Background: an optimization exercise with open tools, aiming at small area. Do not read the settings as production practice. Function was checked by simulation only, so behaviour that the tests miss may differ from the original. Power is estimated from default activity; no workload was simulated.

==> inputs of xenon <==
==> flow/design.v <==
`timescale 1ns/100ps
package rv32i_pkg;
    localparam int REG_COUNT  = 32;
    localparam int DMEM_WORDS = 64;
    localparam int DMEM_AW    = $clog2(64);
    typedef logic [32-1:0] word_t;
    typedef logic [4:0]          reg_addr_t;
    localparam logic [1:0] K_ALU = 2'd0, K_SHIFT = 2'd1, K_SLT = 2'd2, K_LOAD = 2'd3;
endpackage
`timescale 1ns/100ps
`timescale 1ns/100ps
module rv32i_regfile (
    input  logic       i_clk,
    input  logic       i_clr,       
    input  logic       i_we,
    input  logic [4:0] i_waddr,
    input  logic [3:0] i_wnib,
    input  logic [4:0] i_raddr1,
    input  logic [4:0] i_raddr2,
    output logic [3:0] o_rnib1,
    output logic [3:0] o_rnib2
);
    logic [31:0] ring [1:31];
    logic [3:0]  head [0:31];
    assign head[0] = 4'b0;
    genvar j;
    generate
        for (j = 1; j < 32; j++) begin : g_reg
            logic sel;
            assign sel     = i_clr || (i_we && i_waddr == j[4:0]);
            assign head[j] = ring[j][31:28];
            always_ff @(posedge i_clk) begin
                ring[j] <= {sel ? i_wnib : ring[j][3:0], ring[j][31:4]};
            end
        end
    endgenerate
    assign o_rnib1 = head[i_raddr1];
    assign o_rnib2 = head[i_raddr2];
endmodule
`timescale 1ns/100ps
`timescale 1ns/100ps
`timescale 1ns/100ps
module rv32i_data_mem (
    input  logic       i_clk,
    input  logic       i_we,
    input  logic [5:0] i_addr,
    input  logic [3:0] i_wnib,
    output logic [3:0] o_rnib
);
    logic [31:0] ring [0:63];
    logic [3:0]  head [0:63];
    genvar j;
    generate
        for (j = 0; j < 64; j++) begin : g_word
            logic sel;
            assign sel     = i_we && i_addr == j[5:0];
            assign head[j] = ring[j][3:0];
            always_ff @(posedge i_clk) begin
                ring[j] <= {sel ? i_wnib : ring[j][3:0], ring[j][31:4]};
            end
        end
    endgenerate
    assign o_rnib = head[i_addr];
endmodule
`timescale 1ns/100ps
module rv32i_core (
    input  logic      i_clk,
    input  logic      i_reset,
    output rv32i_pkg::word_t     o_imem_addr,
    input  rv32i_pkg::word_t     i_imem_data,
    output logic      o_wb_valid,
    output rv32i_pkg::reg_addr_t o_wb_rd,
    output rv32i_pkg::word_t     o_wb_data
);
    logic [2:0]  ph;
    logic [2:0]  pa;          
    logic        last;        
    logic        fin;         
    logic        clr;         
    logic [31:1] pc_q;
    assign pa   = ph - 3'd1;
    assign last = (ph == 3'd7);
    assign fin  = (ph == 3'd0);
    logic [31:0] ins;
    logic [6:0]  opc;
    logic [2:0]  f3;
    logic [4:0]  rd, rs1, rs2;
    logic        is_op, is_opi, is_lui, is_ld, is_st, is_br, is_jal, is_alu;
    logic        alt, sub;
    assign ins = i_imem_data;
    assign opc = ins[6:0];
    assign f3  = ins[14:12];
    assign rd  = ins[11:7];
    assign rs1 = ins[19:15];
    assign rs2 = ins[24:20];
    assign is_op  = (opc == 7'b0110011);
    assign is_opi = (opc == 7'b0010011);
    assign is_lui = (opc == 7'b0110111);
    assign is_ld  = (opc == 7'b0000011) && (f3 == 3'b010);
    assign is_st  = (opc == 7'b0100011) && (f3 == 3'b010);
    assign is_br  = (opc == 7'b1100011) && (f3[2:1] == 2'b00);
    assign is_jal = (opc == 7'b1101111);
    assign is_alu = is_op || is_opi;
    assign alt = ins[30] && (is_op || f3 == 3'b101);
    assign sub = is_br || (is_alu && (f3 == 3'b010 || f3 == 3'b011)) ||
                 (is_op && f3 == 3'b000 && ins[30]);
    logic        vB;          
    logic [4:0]  rdB;
    logic [1:0] kindB;
    logic        stB;         
    logic        leftB, arithB, signB;
    logic [5:0]  xA, xB;      
    logic [27:0] dq;          
    logic [27:0] tq;          
    logic [27:0] oq;          
    logic [3:0]  wnib;
    logic [3:0]  rf_a, rf_b, a_nib, rb_nib;
    rv32i_regfile u_regfile (
        .i_clk    (i_clk),
        .i_clr    (clr),
        .i_we     (vB),
        .i_waddr  (rdB),
        .i_wnib   (wnib),
        .i_raddr1 (rs1),
        .i_raddr2 (rs2),
        .o_rnib1  (rf_a),
        .o_rnib2  (rf_b)
    );
    assign a_nib  = rf_a;
    assign rb_nib = rf_b;
    logic [11:0] imm12;
    logic [3:0]  imm_nib, lui_nib, b_nib;
    logic [31:0] imm_bj;
    assign imm12 = is_st ? {ins[31:25], ins[11:7]} : ins[31:20];
    always_comb begin
        case (pa)
            3'd0:    imm_nib = imm12[3:0];
            3'd1:    imm_nib = imm12[7:4];
            3'd2:    imm_nib = imm12[11:8];
            default: imm_nib = {4{imm12[11]}};
        endcase
        case (pa)
            3'd3:    lui_nib = ins[15:12];
            3'd4:    lui_nib = ins[19:16];
            3'd5:    lui_nib = ins[23:20];
            3'd6:    lui_nib = ins[27:24];
            3'd7:    lui_nib = ins[31:28];
            default: lui_nib = 4'b0;
        endcase
    end
    assign b_nib = is_jal ? {1'b0, pa == 3'd0, 2'b00} :
                   (is_op || is_br) ? rb_nib : imm_nib;
    assign imm_bj = is_jal ? {{11{ins[31]}}, ins[31], ins[19:12], ins[20], ins[30:21], 1'b0}
                           : {{19{ins[31]}}, ins[31], ins[7], ins[30:25], ins[11:8], 1'b0};
    logic       cy, zf;
    logic       cin, cout;
    logic [3:0] sum, res_nib, d_nib;
    logic       eq_now, taken, lt;
    logic [31:0] pc, npc;
    logic [3:0] pc_nib, op_a;
    assign op_a = is_jal ? pc_nib : a_nib;
    assign cin = (pa == 3'd0) ? sub : cy;
    assign {cout, sum} = {1'b0, op_a} + {1'b0, b_nib ^ {4{sub}}} + {4'b0, cin};
    assign eq_now = ((pa == 3'd0) || zf) && (sum == 4'b0);
    assign taken  = is_br && (eq_now ^ f3[0]);
    assign lt = (f3[0]) ? !cout : ((a_nib[3] ^ b_nib[3]) ? a_nib[3] : sum[3]);
    assign pc     = {pc_q, 1'b0};
    assign npc    = pc + ((is_jal || taken) ? imm_bj : 32'd4);
    assign pc_nib = pc[pa*4 +: 4];
    always_comb begin
        case (f3)
            3'b100:  res_nib = a_nib ^ b_nib;
            3'b110:  res_nib = a_nib | b_nib;
            3'b111:  res_nib = a_nib & b_nib;
            default: res_nib = sum;
        endcase
        if (is_lui)      d_nib = lui_nib;
        else if (is_jal) d_nib = sum;
        else if (is_st)  d_nib = rb_nib;
        else if (is_alu && f3[1:0] == 2'b01) d_nib = a_nib;    
        else             d_nib = res_nib;
    end
    always_ff @(posedge i_clk) begin
        cy <= cout;
        zf <= eq_now;
        dq <= {d_nib, dq[27:4]};
        tq <= {dq[3:0], tq[27:4]};
        oq <= {wnib, oq[27:4]};
        if (pa == 3'd0) xA[3:0] <= (is_ld || is_st) ? {2'b00, sum[3:2]} : b_nib;
        if (pa == 3'd1) xA[5:2] <= (is_ld || is_st) ? sum : {1'b0, b_nib[0], xA[3:2]};
        if (fin) signB <= a_nib[3];
        if (last) begin
            xB     <= xA;
            rdB    <= rd;
            leftB  <= (f3 == 3'b001);
            arithB <= alt;
            if (is_ld)
                kindB <= rv32i_pkg::K_LOAD;
            else if (is_alu && f3[1:0] == 2'b01)
                kindB <= rv32i_pkg::K_SHIFT;
            else if (is_alu && f3[2:1] == 2'b01)
                kindB <= rv32i_pkg::K_SLT;
            else
                kindB <= rv32i_pkg::K_ALU;
        end
    end
    always_ff @(posedge i_clk) begin
        if (i_reset) begin
            ph   <= 3'd0;
            pc_q <= '0;
            clr  <= 1'b1;
            vB   <= 1'b0;
            stB  <= 1'b0;
        end else begin
            ph <= ph + 3'd1;
            if (fin && !clr)
                pc_q <= npc[31:1];
            if (last) begin
                clr  <= 1'b0;
                vB   <= (is_alu || is_lui || is_ld || is_jal) && rd != 5'd0;
                stB  <= is_st;
            end
        end
    end
    assign o_imem_addr = pc;
    logic [4:0]  sB;
    logic [31:0] hq;
    logic [3:0]  sh_nib, dm_nib;
    assign sB  = xB[4:0];
    assign hq  = {dq[3:0], tq};
    logic [31:0] rq;
    logic        sgn;
    assign rq  = {a_nib, dq};
    assign sgn = fin ? a_nib[3] : signB;
    logic [2:0] q;
    logic [1:0] r;
    logic       ok0, ok1;
    logic [3:0] fill, x0, x1, win;
    logic [3:0] sn [8];
    logic [7:0] fun;
    assign q    = sB[4:2];
    assign r    = sB[1:0];
    assign fill = {4{arithB && sgn && !leftB}};
    always_comb begin
        for (int n = 0; n < 8; n++) begin
            for (int k = 0; k < 4; k++)
                sn[n][k] = leftB ? hq[(7 - n) * 4 + 3 - k] : rq[n * 4 + k];
        end
    end
    assign ok0 = leftB ? (q <= ph) : ({1'b0, ph} + {1'b0, q} <= 4'd7);
    assign ok1 = leftB ? ({1'b0, q} + 4'd1 <= {1'b0, ph}) : ({1'b0, ph} + {1'b0, q} <= 4'd6);
    assign x0  = ok0 ? sn[q] : fill;
    assign x1  = ok1 ? sn[q + 3'd1] : fill;
    assign fun = {x1, x0} >> r;
    assign win = fun[3:0];
    assign sh_nib = leftB ? {win[0], win[1], win[2], win[3]} : win;
    rv32i_data_mem u_data_mem (
        .i_clk  (i_clk),
        .i_we   (stB),
        .i_addr (xB),
        .i_wnib (dq[3:0]),
        .o_rnib (dm_nib)
    );
    always_comb begin
        if (clr) wnib = 4'b0;
        else begin
            case (kindB)
                rv32i_pkg::K_SHIFT: wnib = sh_nib;
                rv32i_pkg::K_SLT:   wnib = {3'b0, lt && fin};
                rv32i_pkg::K_LOAD:  wnib = dm_nib;
                default:            wnib = dq[3:0];
            endcase
        end
    end
    assign o_wb_valid = vB && last;
    assign o_wb_rd    = rdB;
    assign o_wb_data  = {wnib, oq};
endmodule
==> flow/flow/run.sh <==
#!/bin/bash
# The standard layout (standard.sh) with three changes to how it is made:
#  - synthesis is the standard flow's own script, but its final ABC technology mapping
#    uses an area-oriented script (flow/abc_area.script); registers, their
#    names and cell types come out exactly as in the standard synthesis;
#  - the port buffers that global placement inserts are buf_1 cells;
#  - clock tree: mid-size sink clusters of clkbuf_8 and no dummy loads.
# Each tool's full output is in standard.log and orfs/logs/.
set -euo pipefail
HERE=$(pwd)
export CTS_ARGS="-sink_clustering_enable -repair_clock_nets -dont_use_dummy_load -buf_list sky130_fd_sc_hd__clkbuf_8 -sink_clustering_size 18 -sink_clustering_max_diameter 45"
export BUFFER_PORTS_ARGS="-buffer_cell sky130_fd_sc_hd__buf_1"
cat > "$HERE/area_synth.tcl" <<EOT
proc abc {args} {
  set i [lsearch -exact \$args -script]
  if {\$i >= 0} { lset args [expr {\$i + 1}] $HERE/flow/abc_area.script }
  yosys abc {*}\$args
}
source $HERE/synth_recipe.tcl
EOT
bash standard.sh "SYNTH_SCRIPT=$HERE/area_synth.tcl" finish > standard.log 2>&1
==> flow/flow/abc_area.script <==
strash
&get -n
&deepsyn -T 120
&put
dch -f
map -a
topo
stime -c
buffer -c
upsize -c
dnsize -c
==> flow/standard.sh <==
#!/bin/bash
# synth_recipe.tcl (not shown) runs the flow's synth.tcl, then flattens the netlist and writes it again
# the make line also repeats each setting of config.mk as NAME=value (left out here)
make -C /OpenROAD-flow-scripts/flow DESIGN_CONFIG=/design/flow/config.mk WORK_HOME=/design/flow/orfs CLKGATE_MAP_FILE= SYNTH_SCRIPT=/design/flow/synth_recipe.tcl "${@:-finish}"
==> flow/config.mk <==
export PLATFORM = sky130hd
export DESIGN_NAME = rv32i_core
export DESIGN_NICKNAME = rv32i_core
export VERILOG_FILES = /design/flow/design.v
export SDC_FILE = /design/flow/constraint.sdc
export NUM_CORES = 4
export LEC_CHECK = 0
export ABC_AREA = 1
export CAP_MARGIN = 20
export CORE_MARGIN = 2
export CORE_UTILIZATION = 60
export SLEW_MARGIN = 20
==> flow/constraint.sdc <==
create_clock -name core_clock -period 12.0 [get_ports {i_clk}]
set_input_delay 2.4000 -clock core_clock [delete_from_list [all_inputs] [get_ports {i_clk}]]
set_output_delay 2.4000 -clock core_clock [all_outputs]
set_load 0.01 [all_outputs]
==> violet (differences from xenon) <==
--- a/flow/design.v
+++ b/flow/design.v
@@ -29,5 +29,5 @@
             logic sel;
             assign sel     = i_clr || (i_we && i_waddr == j[4:0]);
-            assign head[j] = ring[j][31:28];
+            assign head[j] = ring[j][3:0];
             always_ff @(posedge i_clk) begin
                 ring[j] <= {sel ? i_wnib : ring[j][3:0], ring[j][31:4]};
@@ -74,12 +74,8 @@
 );
     logic [2:0]  ph;
-    logic [2:0]  pa;          
     logic        last;        
-    logic        fin;         
     logic        clr;         
     logic [31:1] pc_q;
-    assign pa   = ph - 3'd1;
     assign last = (ph == 3'd7);
-    assign fin  = (ph == 3'd0);
     logic [31:0] ins;
     logic [6:0]  opc;
@@ -109,7 +105,7 @@
     logic [1:0] kindB;
     logic        stB;         
-    logic        leftB, arithB, signB;
-    logic [5:0]  xA, xB;      
-    logic [27:0] dq;          
+    logic        leftB, arithB, signB, ltB;
+    logic [7:0]  xA, xB;      
+    logic [31:0] dq;          
     logic [27:0] tq;          
     logic [27:0] oq;          
@@ -127,6 +123,6 @@
         .o_rnib2  (rf_b)
     );
-    assign a_nib  = rf_a;
-    assign rb_nib = rf_b;
+    assign a_nib  = (clr || (vB && rdB == rs1)) ? wnib : rf_a;
+    assign rb_nib = (clr || (vB && rdB == rs2)) ? wnib : rf_b;
     logic [11:0] imm12;
     logic [3:0]  imm_nib, lui_nib, b_nib;
@@ -134,5 +130,5 @@
     assign imm12 = is_st ? {ins[31:25], ins[11:7]} : ins[31:20];
     always_comb begin
-        case (pa)
+        case (ph)
             3'd0:    imm_nib = imm12[3:0];
             3'd1:    imm_nib = imm12[7:4];
@@ -140,5 +136,5 @@
             default: imm_nib = {4{imm12[11]}};
         endcase
-        case (pa)
+        case (ph)
             3'd3:    lui_nib = ins[15:12];
             3'd4:    lui_nib = ins[19:16];
@@ -149,23 +145,22 @@
         endcase
     end
-    assign b_nib = is_jal ? {1'b0, pa == 3'd0, 2'b00} :
-                   (is_op || is_br) ? rb_nib : imm_nib;
+    assign b_nib = (is_op || is_br) ? rb_nib : imm_nib;
     assign imm_bj = is_jal ? {{11{ins[31]}}, ins[31], ins[19:12], ins[20], ins[30:21], 1'b0}
                            : {{19{ins[31]}}, ins[31], ins[7], ins[30:25], ins[11:8], 1'b0};
     logic       cy, zf;
     logic       cin, cout;
-    logic [3:0] sum, res_nib, d_nib;
+    logic [3:0] sum, res_nib, d_nib, cap_nib;
     logic       eq_now, taken, lt;
-    logic [31:0] pc, npc;
-    logic [3:0] pc_nib, op_a;
-    assign op_a = is_jal ? pc_nib : a_nib;
-    assign cin = (pa == 3'd0) ? sub : cy;
-    assign {cout, sum} = {1'b0, op_a} + {1'b0, b_nib ^ {4{sub}}} + {4'b0, cin};
-    assign eq_now = ((pa == 3'd0) || zf) && (sum == 4'b0);
+    logic [31:0] pc, pc4, target;
+    logic [3:0] pc4_nib;
+    assign cin = (ph == 3'd0) ? sub : cy;
+    assign {cout, sum} = {1'b0, a_nib} + {1'b0, b_nib ^ {4{sub}}} + {4'b0, cin};
+    assign eq_now = ((ph == 3'd0) || zf) && (sum == 4'b0);
     assign taken  = is_br && (eq_now ^ f3[0]);
     assign lt = (f3[0]) ? !cout : ((a_nib[3] ^ b_nib[3]) ? a_nib[3] : sum[3]);
     assign pc     = {pc_q, 1'b0};
-    assign npc    = pc + ((is_jal || taken) ? imm_bj : 32'd4);
-    assign pc_nib = pc[pa*4 +: 4];
+    assign pc4    = pc + 32'd4;
+    assign target = pc + imm_bj;
+    assign pc4_nib = pc4[ph*4 +: 4];
     always_comb begin
         case (f3)
@@ -176,18 +171,18 @@
         endcase
         if (is_lui)      d_nib = lui_nib;
-        else if (is_jal) d_nib = sum;
+        else if (is_jal) d_nib = pc4_nib;
         else if (is_st)  d_nib = rb_nib;
         else if (is_alu && f3[1:0] == 2'b01) d_nib = a_nib;    
         else             d_nib = res_nib;
     end
+    assign cap_nib = (is_ld || is_st) ? sum : b_nib;
     always_ff @(posedge i_clk) begin
         cy <= cout;
         zf <= eq_now;
-        dq <= {d_nib, dq[27:4]};
+        dq <= {d_nib, dq[31:4]};
         tq <= {dq[3:0], tq[27:4]};
         oq <= {wnib, oq[27:4]};
-        if (pa == 3'd0) xA[3:0] <= (is_ld || is_st) ? {2'b00, sum[3:2]} : b_nib;
-        if (pa == 3'd1) xA[5:2] <= (is_ld || is_st) ? sum : {1'b0, b_nib[0], xA[3:2]};
-        if (fin) signB <= a_nib[3];
+        if (ph == 3'd0) xA[3:0] <= cap_nib;
+        if (ph == 3'd1) xA[7:4] <= cap_nib;
         if (last) begin
             xB     <= xA;
@@ -195,4 +190,6 @@
             leftB  <= (f3 == 3'b001);
             arithB <= alt;
+            signB  <= a_nib[3];
+            ltB    <= lt;
             if (is_ld)
                 kindB <= rv32i_pkg::K_LOAD;
@@ -214,7 +211,6 @@
         end else begin
             ph <= ph + 3'd1;
-            if (fin && !clr)
-                pc_q <= npc[31:1];
             if (last) begin
+                pc_q <= (is_jal || taken) ? target[31:1] : pc4[31:1];
                 clr  <= 1'b0;
                 vB   <= (is_alu || is_lui || is_ld || is_jal) && rd != 5'd0;
@@ -227,36 +223,24 @@
     logic [31:0] hq;
     logic [3:0]  sh_nib, dm_nib;
+    logic [5:0]  pos;
     assign sB  = xB[4:0];
     assign hq  = {dq[3:0], tq};
-    logic [31:0] rq;
-    logic        sgn;
-    assign rq  = {a_nib, dq};
-    assign sgn = fin ? a_nib[3] : signB;
-    logic [2:0] q;
-    logic [1:0] r;
-    logic       ok0, ok1;
-    logic [3:0] fill, x0, x1, win;
-    logic [3:0] sn [8];
-    logic [7:0] fun;
-    assign q    = sB[4:2];
-    assign r    = sB[1:0];
-    assign fill = {4{arithB && sgn && !leftB}};
-    always_comb begin
-        for (int n = 0; n < 8; n++) begin
-            for (int k = 0; k < 4; k++)
-                sn[n][k] = leftB ? hq[(7 - n) * 4 + 3 - k] : rq[n * 4 + k];
-        end
-    end
-    assign ok0 = leftB ? (q <= ph) : ({1'b0, ph} + {1'b0, q} <= 4'd7);
-    assign ok1 = leftB ? ({1'b0, q} + 4'd1 <= {1'b0, ph}) : ({1'b0, ph} + {1'b0, q} <= 4'd6);
-    assign x0  = ok0 ? sn[q] : fill;
-    assign x1  = ok1 ? sn[q + 3'd1] : fill;
-    assign fun = {x1, x0} >> r;
-    assign win = fun[3:0];
-    assign sh_nib = leftB ? {win[0], win[1], win[2], win[3]} : win;
+    assign pos = {1'b0, ph, 2'b00};
+    logic [4:0] li [4];
+    logic [4:0] ri [4];
+    always_comb begin
+        for (int k = 0; k < 4; k++) begin
+            li[k] = 5'd28 + k[4:0] - sB;
+            ri[k] = k[4:0] + sB;
+            if (leftB)
+                sh_nib[k] = (pos + k[5:0] >= {1'b0, sB}) ? hq[li[k]] : 1'b0;
+            else
+                sh_nib[k] = (pos + k[5:0] + {1'b0, sB} <= 6'd31) ? dq[ri[k]] : (arithB && signB);
+        end
+    end
     rv32i_data_mem u_data_mem (
         .i_clk  (i_clk),
         .i_we   (stB),
-        .i_addr (xB),
+        .i_addr (xB[7:2]),
         .i_wnib (dq[3:0]),
         .o_rnib (dm_nib)
@@ -267,5 +251,5 @@
             case (kindB)
                 rv32i_pkg::K_SHIFT: wnib = sh_nib;
-                rv32i_pkg::K_SLT:   wnib = {3'b0, lt && fin};
+                rv32i_pkg::K_SLT:   wnib = {3'b0, ltB && ph == 3'd0};
                 rv32i_pkg::K_LOAD:  wnib = dm_nib;
                 default:            wnib = dq[3:0];
==> flow/run.sh (new file) <==
#!/bin/bash
# synth_recipe.tcl (not shown) runs the flow's synth.tcl, then flattens the netlist and writes it again
# the make line also repeats each setting of config.mk as NAME=value (left out here)
make -C /OpenROAD-flow-scripts/flow DESIGN_CONFIG=/design/flow/config.mk WORK_HOME=/design/flow/orfs CLKGATE_MAP_FILE= SYNTH_SCRIPT=/design/flow/synth_recipe.tcl finish
- CTS_BUF_LIST: unset -> sky130_fd_sc_hd__clkbuf_8
- CTS_CLUSTER_SIZE: unset -> 30
removed: flow/flow/run.sh
removed: flow/flow/abc_area.script
removed: flow/standard.sh
==> flow_results.org <==
** Run status
- Status :: no timing/DRC/antenna violations

** Route
- Routed wire length per instance :: 22.6 um
- Detailed-routing iteration count for the pre-antenna-repair pass :: 5

** Finish
- Number of filler instances in the final layout :: 9320

** Global routing
- Overall Global Routing Usage :: 0.260

** Worst setup path
- The number of buffers and inverters on the critical path is 9.

** Pwr
- The worst-case IR drop observed on VDD is 146 uV.

** Clock tree
- Clk pin slew, worst setup/hold paths :: 0.10 ns

** Timing
- At the pin with the least slew margin, the transition time is 1.14 ns.
(the above is from xenon)
==> flow_results.org <==
** Clock tree
- After clock tree synthesis, the clock-pin slew on the worst setup and hold paths is 0.06 ns.
- Hold-fix buffers, CTS :: 0

** Timing
- Setup slack closes at 3.39 ns.
- Final setup viols :: 0
- Worst slew pin tran :: 1.08 ns

** Worst setup path
- Together, buffers and inverters on the worst path number 4.

** Route
- Before antenna repair, the detailed router went through 6 iterations.

** Global routing
- For this run, the total global-route usage over all layers was measured as 0.272.
- Vias in the first global route :: 46200

** Yosys
- Share of Yosys cell area claimed by the top area cell type :: 0.783

** Run status
- Status :: no timing/DRC/antenna violations

** Pwr
- Per report_power, the Combinational row totals 0.000367 W.
- IR analysis of the VDD net gives a maximum drop of 155 uV.
- The design draws 0.0194 W.

** Finish
- Number of filler instances in the final layout :: 9498

** Floorplanning
- Standard-cell row count :: 134
(the above is from violet)

## port drivers added, routing unchanged
How much do the figures lean on ideal ports? The routed layouts below were timed once more, with nothing changed but the port constraints. Step 1, drivers: a clkbuf_16 drives i_clk and a buf_2 each remaining input, both assumed. Step 2 also shifts input and output timing later by t, the mid clock arrival at the registers, as if the neighbouring blocks saw the same clock. Three values: ideal ports, drivers, drivers and shift; two values: the first two.
run	t, ns	slack for setup (ns)	slew at the worst register clock pin (ns)
xenon	0.955	1.619 / 1.665 / 0.710	0.11 / 0.11
violet	1.063	3.394 / 3.321 / 3.227	0.07 / 0.07
After both steps every run listed still meets setup and hold. For xenon, which loses most, drivers alone change the setup slack by +0.046 ns; drivers and shift together by -0.909 ns.
